From an optimization exercise on the open Yosys and OpenROAD flow, aimed at small area, a short achievable clock period and few clock cycles per item; shortcuts taken in it are not production practice.
Where RTL was checked, it was by simulation tests only, not by an equivalence proof against the original.
No activity file was given, so power comes from the tool's default toggle rates.

Design conv_pool, start of the top module:
module conv_pool (
	input  logic        clk,
	input  logic        rst_n,
	input  logic        enable,
	input  logic [7:0]  input_data,
	output logic        busy,
	input  logic        wb_cyc,
	input  logic        wb_stb,
	input  logic        wb_we,
	input  logic [3:0]  wb_adr,
	input  logic [7:0]  wb_dat_i,
	output logic        wb_ack,
	output logic [7:0]  wb_dat_o,
	output logic        res_wen,
	output logic [1:0]  res_addr,
	output logic [31:0] res_data,
	output logic [3:0]  res_bytemask,
	output logic        done
);
export LEC_CHECK = 0
export ABC_AREA = 1
export CAP_MARGIN = 20
export CORE_MARGIN = 2
export CORE_UTILIZATION = 40
export CTS_BUF_LIST = sky130_fd_sc_hd__clkbuf_8
export CTS_CLUSTER_DIAMETER = 50
export CTS_CLUSTER_SIZE = 18
export SLEW_MARGIN = 20
create_clock -name core_clock -period 10.0 [get_ports {clk}]
standard.sh (not shown) runs the stock make flow with config.mk's settings and CLKGATE_MAP_FILE= SYNTH_SCRIPT=/design/flow/synth_recipe.tcl, a recipe that flattens the netlist after the stock synthesis.
==> flow/flow/run.sh <==
#!/bin/bash
# The standard layout, with timing repair aimed at a tighter setup margin
# than the 10 ns clock needs (the SDC and clock period are unchanged)
bash standard.sh SETUP_SLACK_MARGIN=6.8 finish > standard.log 2>&1
The starting point ran to the end with no violations.
Edit:
--- a/flow/design.v
+++ b/flow/design.v
@@ -17,23 +17,20 @@
 	output logic [3:0]  res_bytemask,
 	output logic        done
 );
 	logic       ack_q;
 	logic [3:0] rdat_q;
 	logic [5:0] wenc [9];
 	logic [3:0] bias_q;
 	logic [2:0] shift_q;
 	logic [3:0] rdat;
 	logic       access;
-	logic       wr_q;
-	logic [3:0] wadr_q;
-	logic [3:0] wdat_q;
 	logic [5:0] wdat_enc;
 	assign access = wb_cyc && wb_stb && !ack_q;
 	function automatic logic [3:0] wdec(input logic [5:0] e);
 		wdec = {e[5], e[3] ^ e[2], e[2], e[0]};
 	endfunction
 	always_comb begin
 		rdat = 4'h0;
 		case (wb_adr)
 			4'd0: rdat = wdec(wenc[0]);
 			4'd1: rdat = wdec(wenc[1]);
@@ -42,47 +39,43 @@
 			4'd4: rdat = wdec(wenc[4]);
 			4'd5: rdat = wdec(wenc[5]);
 			4'd6: rdat = wdec(wenc[6]);
 			4'd7: rdat = wdec(wenc[7]);
 			4'd8: rdat = wdec(wenc[8]);
 			4'd9: rdat = bias_q;
 			4'd10: rdat = {1'b0, shift_q};
 			default: ;
 		endcase
 	end
-	assign wdat_enc = {wdat_q[3],
-		(wdat_q[3] & ~wdat_q[2] & ~wdat_q[1]) | (~wdat_q[3] & wdat_q[2] & wdat_q[1]),
-		wdat_q[2] ^ wdat_q[1],
-		wdat_q[1], wdat_q[1] & ~wdat_q[0], wdat_q[0]};
+	assign wdat_enc = {wb_dat_i[3],
+		(wb_dat_i[3] & ~wb_dat_i[2] & ~wb_dat_i[1]) | (~wb_dat_i[3] & wb_dat_i[2] & wb_dat_i[1]),
+		wb_dat_i[2] ^ wb_dat_i[1],
+		wb_dat_i[1], wb_dat_i[1] & ~wb_dat_i[0], wb_dat_i[0]};
 	always_ff @(posedge clk) begin
 		if (!rst_n) begin
 			for (int i = 0; i < 9; i++) wenc[i] <= 6'd0;
 			bias_q  <= 4'd0;
 			shift_q <= 3'd0;
 			ack_q   <= 1'b0;
-			wr_q    <= 1'b0;
 		end else begin
 			ack_q <= access;
-			wr_q  <= access && wb_we;
-			if (wr_q) begin
+			if (access && wb_we) begin
 				for (int i = 0; i < 9; i++) begin
-					if (wadr_q == 4'(i)) wenc[i] <= wdat_enc;
+					if (wb_adr == 4'(i)) wenc[i] <= wdat_enc;
 				end
-				if (wadr_q == 4'd9) bias_q <= wdat_q;
-				if (wadr_q == 4'd10) shift_q <= wdat_q[2:0];
+				if (wb_adr == 4'd9) bias_q <= wb_dat_i;
+				if (wb_adr == 4'd10) shift_q <= wb_dat_i[2:0];
 			end
 		end
 	end
 	always_ff @(posedge clk) begin
 		rdat_q <= rdat;
-		wadr_q <= wb_adr;
-		wdat_q <= wb_dat_i[3:0];
 	end
 	assign wb_ack   = ack_q;
 	assign wb_dat_o = {4'h0, rdat_q};
 	logic       run;
 	logic       busy_q;
 	logic [6:0] cnt;
 	logic [6:0] m;
 	logic       done_q;
 	logic       cv;
 	logic       f_ee, f_eo, f_oe, f_oo;
@@ -1474,21 +1467,20 @@
 	assign cs3_1[13] = t3_n63;
 	assign cs3_1[14] = cs2_0_q[14];
 	always_ff @(posedge clk) begin
 		conv_q <= cs3_0 + cs3_1;
 	end
 	logic signed [14:0] sh;
 	logic signed [7:0]  q;
 	logic signed [7:0]  cm [3];    
 	logic signed [7:0]  cand;
 	logic signed [7:0]  mx;
-	logic [3:0]         ridx;      
 	logic        wen_q;
 	logic [7:0]  out_q;           
 	logic [1:0]  addr_q;
 	logic [3:0]  mask_q;
 	always_comb begin
 		sh = conv_q >>> shift_q;
 		if (sh > 15'sd127) q = 8'sd127;
 		else if (sh < -15'sd128) q = -8'sd128;
 		else q = sh[7:0];
 		if (f_oe) cand = cm[0];
@@ -1496,28 +1488,32 @@
 		else cand = out_q;
 		mx = (q > cand) ? q : cand;
 	end
 	always_ff @(posedge clk) begin
 		out_q <= mx;
 		if (f_eo || f_oe) begin
 			cm[0] <= cm[1];
 			cm[1] <= cm[2];
 			cm[2] <= mx;
 		end
-		addr_q <= ridx[3:2];
-		mask_q <= ~(4'b1000 >> ridx[1:0]);
 	end
 	always_ff @(posedge clk) begin
 		if (!rst_n) begin
-			wen_q <= 1'b1;
-			ridx  <= 4'd0;
+			wen_q  <= 1'b1;
+			addr_q <= 2'd0;
+			mask_q <= 4'b0111;
 		end else begin
 			wen_q <= !f_oo;
-			if (!run) ridx <= 4'd0;
-			else if (f_oo) ridx <= ridx + 4'd1;
+			if (!run) begin
+				addr_q <= 2'd0;
+				mask_q <= 4'b0111;
+			end else if (!wen_q) begin
+				mask_q <= {mask_q[0], mask_q[3:1]};
+				if (!mask_q[0]) addr_q <= addr_q + 2'd1;
+			end
 		end
 	end
 	assign res_wen      = wen_q;
 	assign res_addr     = addr_q;
 	assign res_data     = {4{out_q}};
 	assign res_bytemask = mask_q;
 endmodule
The changed run completed with no timing, DRC or antenna violations.
Clock skew came out lower by 12 ps.
Global-route usage shrinks by 0.18 points.
Critical path depth is unchanged.
Fmax came out lower by 1.5%.
Via count fell by about 1.1%.
Combinational power came out higher by about 20%.
Hold slack improves by 12 ps.
Testbench counts after the change, summed over its fixed seeds: cycles 4,416, images 64.
The RTL of the first run of this note was laid out without a check of its function.

afterwards: timing with drivers on the ports:
In the flow no input, the clock included, has a driving cell. The finished layouts below were timed again as built, in two steps. Step 1: set_driving_cell puts a clkbuf_16 on clk and a buf_2 on each other input, an assumption about the parent block. Step 2 also shifts input and output timing later by t, the mid clock arrival at the registers, as if the neighbouring blocks saw the same clock. a / b / c = ideal ports / drivers / drivers and shift; a / b = the first two.
run | t (ns) | setup slack, ns | slew at the worst register clock pin (ns) | worst slew at a driven data input, ns
the first run | 0.677 | 6.805 / 6.779 / 6.170 | 0.11 / 0.11 | 0.10
the second run | 0.619 | 6.757 / 6.757 / 6.219 | 0.11 / 0.11 | 0.09
After both steps every run listed still meets setup and hold. The setup slack of the first run, which loses most, moves by -0.026 ns with the drivers and by -0.635 ns with both steps.
